This is an optimization exercise on Yosys and OpenROAD, whose aim is small area, not a production implementation. Function was checked by simulation only, so behaviour that the tests miss may differ from the original. No activity file was given, so power comes from the tool's default toggle rates.

==> flow/design.v <==
module rf_ao22 (
    input  logic a0, b0, a1, b1,
    output logic y
);
    assign y = (a0 & b0) | (a1 & b1);
endmodule
module rf_aoi222 (
    input  logic a0, b0, a1, b1, a2, b2,
    output logic y
);
    assign y = ~((a0 & b0) | (a1 & b1) | (a2 & b2));
endmodule
module rf_nand2 (
    input  logic a, b,
    output logic y
);
    assign y = ~(a & b);
endmodule
module rf_nand4 (
    input  logic a, b, c, d,
    output logic y
);
    assign y = ~(a & b & c & d);
endmodule
module rf_nand3 (
    input  logic a, b, c,
    output logic y
);
    assign y = ~(a & b & c);
endmodule
module rf_or3 (
    input  logic a, b, c,
    output logic y
);
    assign y = a | b | c;
endmodule
module rf_rdbit (
    input  logic [31:1] sel,
    input  logic [31:1] d,
    output logic        y
);
    logic [10:0] n;
    logic [2:0]  p;
    for (genvar k = 0; k < 10; k++) begin : g_grp
        rf_aoi222 u_g (
            .a0(sel[3*k+1]), .b0(d[3*k+1]),
            .a1(sel[3*k+2]), .b1(d[3*k+2]),
            .a2(sel[3*k+3]), .b2(d[3*k+3]),
            .y (n[k])
        );
    end
    rf_nand2 u_l  (.a(sel[31]), .b(d[31]), .y(n[10]));
    rf_nand4 u_p0 (.a(n[0]), .b(n[1]), .c(n[2]),  .d(n[3]), .y(p[0]));
    rf_nand4 u_p1 (.a(n[4]), .b(n[5]), .c(n[6]),  .d(n[7]), .y(p[1]));
    rf_nand3 u_p2 (.a(n[8]), .b(n[9]), .c(n[10]),           .y(p[2]));
    rf_or3   u_o  (.a(p[0]), .b(p[1]), .c(p[2]), .y(y));
endmodule
module param_register_file #(
    parameter int XLEN      = 32,
    parameter int NUM_REGS  = 32,
    localparam int AW       = $clog2(NUM_REGS),
    parameter     SP_INIT   = 32'h2ffc,
    parameter int HALT_REG  = 17,
    parameter     HALT_CODE = 10
) (
    input  logic            clk,
    input  logic            reset_n,
    input  logic [AW-1:0]   rs1,
    input  logic [AW-1:0]   rs2,
    output logic [XLEN-1:0] rs1_dout,
    output logic [XLEN-1:0] rs2_dout,
    output logic            rs1_busy,
    output logic            rs2_busy,
    input  logic [AW-1:0]   rd,
    input  logic [XLEN-1:0] rd_din,
    input  logic            write_enable,
    input  logic            mark_valid,
    input  logic [AW-1:0]   mark_rd,
    input  logic            ecall,
    output logic            is_halted
);
    localparam logic [XLEN-1:0] SP_VAL   = XLEN'(SP_INIT);
    localparam logic [XLEN-1:0] HALT_VAL = XLEN'(HALT_CODE);
    logic [XLEN-1:0]     regs [NUM_REGS];    
    logic [NUM_REGS-1:1] busy;
    logic                halted;
    logic                wr_ok;
    logic                mk_ok;
    logic [NUM_REGS-1:1] wsel;
    logic [NUM_REGS-1:1] msel;
    assign wr_ok     = write_enable && !halted;
    assign mk_ok     = mark_valid && !halted;
    assign is_halted = halted;
    always_comb begin
        for (int i = 1; i < NUM_REGS; i++) begin
            wsel[i] = wr_ok && (rd == AW'(i));
            msel[i] = mk_ok && (mark_rd == AW'(i));
        end
    end
    logic [NUM_REGS-1:1] ld, ldn;
    assign ld  = wsel & {(NUM_REGS-1){reset_n}};
    assign ldn = ~wsel & {(NUM_REGS-1){reset_n}};
    logic ld_sp;                  
    logic [XLEN-1:0] wdat_sp;
    assign ld_sp   = wsel[2] | !reset_n;
    assign wdat_sp = rd_din | {XLEN{!reset_n}};
    logic [XLEN-1:0] nxt [NUM_REGS];
    for (genvar i = 1; i < NUM_REGS; i++) begin : g_wr
        for (genvar b = 0; b < XLEN; b++) begin : g_bit
            if (i == 2 && SP_VAL[b]) begin : g_sp
                rf_ao22 u_m (
                    .a0(ld_sp),  .b0(wdat_sp[b]),
                    .a1(ldn[i]), .b1(regs[i][b]),
                    .y (nxt[i][b])
                );
            end else begin : g_pl
                rf_ao22 u_m (
                    .a0(ld[i]),  .b0(rd_din[b]),
                    .a1(ldn[i]), .b1(regs[i][b]),
                    .y (nxt[i][b])
                );
            end
        end
    end
    always_ff @(posedge clk) begin
        for (int i = 1; i < NUM_REGS; i++) begin
            regs[i] <= nxt[i];
        end
    end
    always_ff @(posedge clk) begin
        if (!reset_n) begin
            busy   <= '0;
            halted <= 1'b0;
        end else begin
            for (int i = 1; i < NUM_REGS; i++) begin
                if (msel[i]) busy[i] <= 1'b1;
                else if (wsel[i]) busy[i] <= 1'b0;
            end
            if (ecall && !halted && (regs[HALT_REG] == HALT_VAL)) begin
                halted <= 1'b1;
            end
        end
    end
    logic [NUM_REGS-1:1] s1, s2;
    always_comb begin
        for (int i = 1; i < NUM_REGS; i++) begin
            s1[i] = (rs1 == AW'(i));
            s2[i] = (rs2 == AW'(i));
        end
    end
    logic [NUM_REGS-1:1] col [XLEN];
    always_comb begin
        for (int b = 0; b < XLEN; b++) begin
            for (int i = 1; i < NUM_REGS; i++) begin
                col[b][i] = regs[i][b];
            end
        end
    end
    for (genvar b = 0; b < XLEN; b++) begin : g_rd
        rf_rdbit u_r1 (.sel(s1), .d(col[b]), .y(rs1_dout[b]));
        rf_rdbit u_r2 (.sel(s2), .d(col[b]), .y(rs2_dout[b]));
    end
    rf_rdbit u_b1 (.sel(s1), .d(busy), .y(rs1_busy));
    rf_rdbit u_b2 (.sel(s2), .d(busy), .y(rs2_busy));
endmodule
==> flow/flow/run.sh <==
#!/bin/bash
# Layout flow: the standard flow (standard.sh), with these changes after
# the standard synthesis:
#   - the port buffers are sky130_fd_sc_hd__buf_1 instead of the resizer's
#     default pick (a delay cell four times the size);
#   - the clock tree uses clkbuf_8 buffers, each driving at most 15 flip-flops
#     within 50 um, and no dummy loads.
# Every ORFS step keeps its own log under orfs/logs; the two standard.sh
# calls log to flow_synth.log and flow_layout.log here.
set -euo pipefail

# 1. The standard synthesis, unchanged.
bash standard.sh synth > flow_synth.log 2>&1

# 2. Settings for the layout steps. Synthesis is not rerun by step 3: its
#    results do not depend on config.mk.
cat >> config.mk <<'EOC'
export BUFFER_PORTS_ARGS = -buffer_cell sky130_fd_sc_hd__buf_1
export CTS_ARGS = -sink_clustering_enable -repair_clock_nets -dont_use_dummy_load -buf_list sky130_fd_sc_hd__clkbuf_8 -sink_clustering_size 15 -sink_clustering_max_diameter 50
EOC

# 3. Floorplan to the final layout; standard.sh writes out/final.def.
bash standard.sh > flow_layout.log 2>&1
==> flow/standard.sh <==
#!/bin/bash
# synth_recipe.tcl (not shown) runs the flow's synth.tcl, then flattens the netlist and writes it again
# the make line also repeats each setting of config.mk as NAME=value (left out here)
make -C /OpenROAD-flow-scripts/flow DESIGN_CONFIG=/design/flow/config.mk WORK_HOME=/design/flow/orfs CLKGATE_MAP_FILE= SYNTH_SCRIPT=/design/flow/synth_recipe.tcl "${@:-finish}"
==> flow/config.mk <==
export PLATFORM = sky130hd
export DESIGN_NAME = param_register_file
export DESIGN_NICKNAME = param_register_file
export VERILOG_FILES = /design/flow/design.v
export SDC_FILE = /design/flow/constraint.sdc
export NUM_CORES = 4
export LEC_CHECK = 0
export CAP_MARGIN = 20
export CORE_MARGIN = 2
export CORE_UTILIZATION = 58
export SETUP_SLACK_MARGIN = 0.5
export SLEW_MARGIN = 20
export SYNTH_HIERARCHICAL = 1
export BUFFER_PORTS_ARGS = -buffer_cell sky130_fd_sc_hd__buf_1
export CTS_ARGS = -sink_clustering_enable -repair_clock_nets -dont_use_dummy_load -buf_list sky130_fd_sc_hd__clkbuf_8 -sink_clustering_size 15 -sink_clustering_max_diameter 50
==> flow/constraint.sdc <==
create_clock -name core_clock -period 6.0 [get_ports {clk}]
set_input_delay 1.2000 -clock core_clock [delete_from_list [all_inputs] [get_ports {clk}]]
set_output_delay 1.2000 -clock core_clock [all_outputs]
set_load 0.01 [all_outputs]
==> run notes <==
==> final cells by class <==
type                    instances  area [µm²]  share of cell area [%]
inverters                       3        11.3                  0.0256
well taps                     873        1090                    2.48
clock buffers                  97        1340                    3.04
repair buffers                259        1590                    3.62
multi-input cells            2238       19400                    44.1
diodes                         17        42.5                  0.0968
flip-flops and latches       1024       20500                    46.6
==> modules after synthesis (local to each module, per instance), a selection <==
module               cell area [µm²]  cells
param_register_file            22200   1309
rf_or3                          6.26      1
rf_nand2                        3.75      1
rf_ao22                         8.76      1
rf_nand3                        5.00      1
rf_nand4                        6.26      1
rf_aoi222                       10.0      1
==> power by group through the flow <==
stage	sequential [µW]	combinational (µW)	clock, µW
6_report	6900	764	3730
5_1_grt	6910	743	3920
4_1_cts	6900	693	3680
3_5_place_dp	7050	692	0
3_3_place_gp	7050	677	0
2_1_floorplan	7040	255	0
==> cell families after synthesis <==
group | count (synthesis) | synth area share (%)
AO/OA/AOI/OAI | 1715 | 40.3
buffers and inverters | 32 | 0.354
flip-flops | 1024 | 52.2
AND/OR/NAND/NOR | 520 | 7.14
==> placed cells by master, fill, tap and decap left out, drive strengths merged, types with 3 or more instances in the layout <==
| cell | Yosys | final |
|---|---|---|
| nand4 | 134 | 134 |
| a222oi | 660 | 660 |
| nand4bb | 6 | 6 |
| nor4bb | 3 | 3 |
| dfxtp | 1024 | 1024 |
| o21a | 23 | 23 |
| nor4 | 6 | 6 |
| nand4b | 4 | 4 |
| o41a | 5 | 5 |
| o2bb2ai | 29 | 29 |
| buf | 12 | 255 |
| or3 | 71 | 71 |
| clkbuf | 17 | 101 |
| nand3 | 72 | 72 |
| diode | 0 | 17 |
| nand2b | 23 | 23 |
| a22o | 994 | 994 |
| inv | 3 | 3 |
| nor3 | 21 | 21 |
| nor2 | 80 | 83 |
| nand3b | 5 | 5 |
| nand2 | 86 | 86 |
==> synth_stat cells (9+ instances only) <==
cell          n
nor3_1       21
nand3_1      72
clkbuf_1     17
nand2_1      86
o21a_1       23
or3_1        71
nand2b_1     23
o2bb2ai_1    29
nand4_1     134
a22o_1      994
a222oi_1    660
buf_2         9
dfxtp_1    1024
nor2_1       80
==> timing repair <==
action	4_1_cts	5_1_grt
buffers inserted	0	0
endpoints found under the setup margin	0	4
gates resized for setup	0	7
hold endpoints to repair	0	0
==> state kept, by name, indices dropped and copies added (netlist names) <==
signal	count
busy	31
regs	992
halted	1
==> path summary, 6_finish.rpt <==
check	cells after the start	end	slack [ns]	startpoint
min reg2reg	1	busy[26]	0.49	busy[26]
max reg2reg	6	regs[12][31]	2.88	halted
max	8	rs1_dout[6]	0.34	rs1[0]
min	1	busy[26]	0.49	busy[26]
==> critical path, cell delays in order <==
cell and delay [ns]:
buf_1 0.27, nand2_1 0.31, nor3_2 0.86, buf_4 0.51
a222oi_1 0.20, nand4_1 0.67, or3_4 0.26, buf_1 0.16
==> stage by stage <==
step / util [%] / power, µW / area [µm²] / setup WS [ns] / hold WS [ns]
final: 65.5 / 11400 / 44000 / 0.340 / 0.485
after global routing: 65.4 / 11600 / 43900 / 0.511 / 0.509
after CTS: 65.1 / 11300 / 43700 / 0.641 / 0.487
after detailed placement: 63.1 / 7750 / 42400 / 0.655 / 0.471
after global placement: 63.1 / 7730 / 42400 / 0.753 / 0.465
after floorplan: - / 7300 / 39300 / 0.887 / 0.452
==> metal layers <==
| layer | part of all wire (%) | track usage, % | vias up | wire, µm |
|---|---|---|---|---|
| li1 | - | - | 15800 | - |
| met1 | 33 | 61.2 | 19500 | 61800 |
| met2 | 39 | 70.2 | 4470 | 74200 |
| met3 | 18 | 21.4 | 1254 | 33300 |
| met4 | 9.8 | 39.8 | 16 | 18400 |
| met5 | 0.096 | 1.11 | - | 181 |
==> results by group <==
Run status
  – Run status: timing/DRC/antenna clean

Logic synthesis
  – Avg Inst Size Synth: between 10 and 15 µm²
  – Syn_nets: between 3000 and 4000
  – Area leader, netlist: dfxtp_1
  – Cell area after synthesis: 39300 µm²
  – Number of warnings issued by yosys: 12
  – Post-synthesis sequential area ratio: 52.2%
  – #FFs+latches synth: 1024
  – Synth Flop Type: dfxtp_1
  – Distinct cells, synth: 35
  – Synth Instances: 3291
  – Number of synthesized flops with an enable pin: 0
  – Post-synth ARST share: 0%
  – Synth top area share: 52.2%
  – Area contributors post-synth: dfxtp_1 (52%), a22o_1 (22%), a222oi_1 (17%), nand4_1 (2.1%), or3_1 (1.1%)

Power
  – Clock share of power: 32.7%
  – Seq pwr share: 60.6%
  – Switch Pwr: 2970 µW
  – Pwr dens: around 260 nW/µm²
  – Switching share of total power: between 20% and 30%
  – Maximum vdd drop: roughly 190 µV
  – Cell internal pwr: 8420 µW
  – Comb pwr share: 6.7%
  – Pleak: 0.0155 µW

Route
  – Routed wire length per instance: 41.6 µm
  – ANT nets after route: 0
  – First drt pass iteration count: 22
  – DRC: 0
  – Vias per std cell: 9.10
  – DR vias: 41000
  – Final wirelength: roughly 190 mm
  – Drt first-iter violations: 10300

Placement
  – Detailed Place HPWL: between 100 and 150 mm
  – RePlAce Congestion: 0.963
  – IO buf count: 123
  – Dpl cells: around 4400

Global route
  – Largest net degree at the start of global routing: 49
  – Antenna violations before repair: 21
  – Gr usage total: 50.5%
  – Vias in the first global route: 39100
  – Total grt overflow: 0
  – First-pass GRT wire length: 264 mm

Timing
  – Setup violators final: 0
  – Worst-Margin Slew: 1.41 ns
  – Final Hold Viols: 0
  – Max Clk Rate: 177 MHz
  – Skew final: 0.0470 ns
  – Tcrit/Tclk final: a little over nine tenths
  – Worst rel slew slack: 5.74%
  – Minimum clock period: 5.66 ns
  – Setup TNS: 0 ns
  – RSZ-0062 raised after global routing: no
  – Final slew viol count: 0

Die
  – Top Ports: 124
  – Die width: between 200 and 300 µm
  – Area of the die: roughly 70000 µm²
  – FP Rows: between 90 and 100
  – Starting density of the core: 58.5%
  – Die H: 264 µm
  – Core Footprint: 67200 µm²

Final layout
  – Nets: 3680
  – Share of cells above drive strength 1: 9.91%
  – Area delta synth->final: 11.9%
  – Post-Layout Cell Count: 4511
  – Filler cell count: 5161

Clocking
  – CTS tree: yes
  – CTS Buf Count: 97
  – Clock Latency Late Sink: 0.74 ns
  – H-tree depth: 3
  – Clock Sinks: approximately 1000
  – Hold-fix buffers at CTS: 0
  – Maximum clock path buffer count: 3
  – Clk slew on worst S/H paths: 0.07 ns
  – CTS root buffer: clkbuf_8

Critical path
  – Worst-path fanout max: 23
  – Worst Path Required: 4.80 ns
  – Crit. End Element: primary output
  – CP startpoint kind: input pin
  – Worst EP arrival: approximately 4.5 ns
  – Critical path type: input pin to primary output

Job
  – Max cap viols: 0

Hold path
  – Worst hold path type: flip-flop to flip-flop

-- afterwards: timing with drivers on the ports --
How much do the figures lean on ideal ports? The routed layout below was timed once more, with nothing changed but the port constraints. Step 1: set_driving_cell puts a clkbuf_16 on clk and a buf_2 on each other input, an assumption about the parent block. Step 2 moves the port delays by t, midway between the first and last clock arrival at a register: inputs arrive t later, outputs are due t later. That takes back most of the time a late clock gives input paths. Slacks: ideal / step 1 / step 2; pairs: ideal / step 1.
shift t [ns]: 0.811
slack for setup (ns): 0.340 / 0.317 / 0.317
worst hold slack (ns): 0.485 / 0.485 / 0.485
worst setup path after step 2: input to output
pins driven straight from the clock port: 1
After both steps this run still meets setup and hold. For this run, drivers alone change the setup slack by -0.023 ns; drivers and shift together by -0.023 ns.
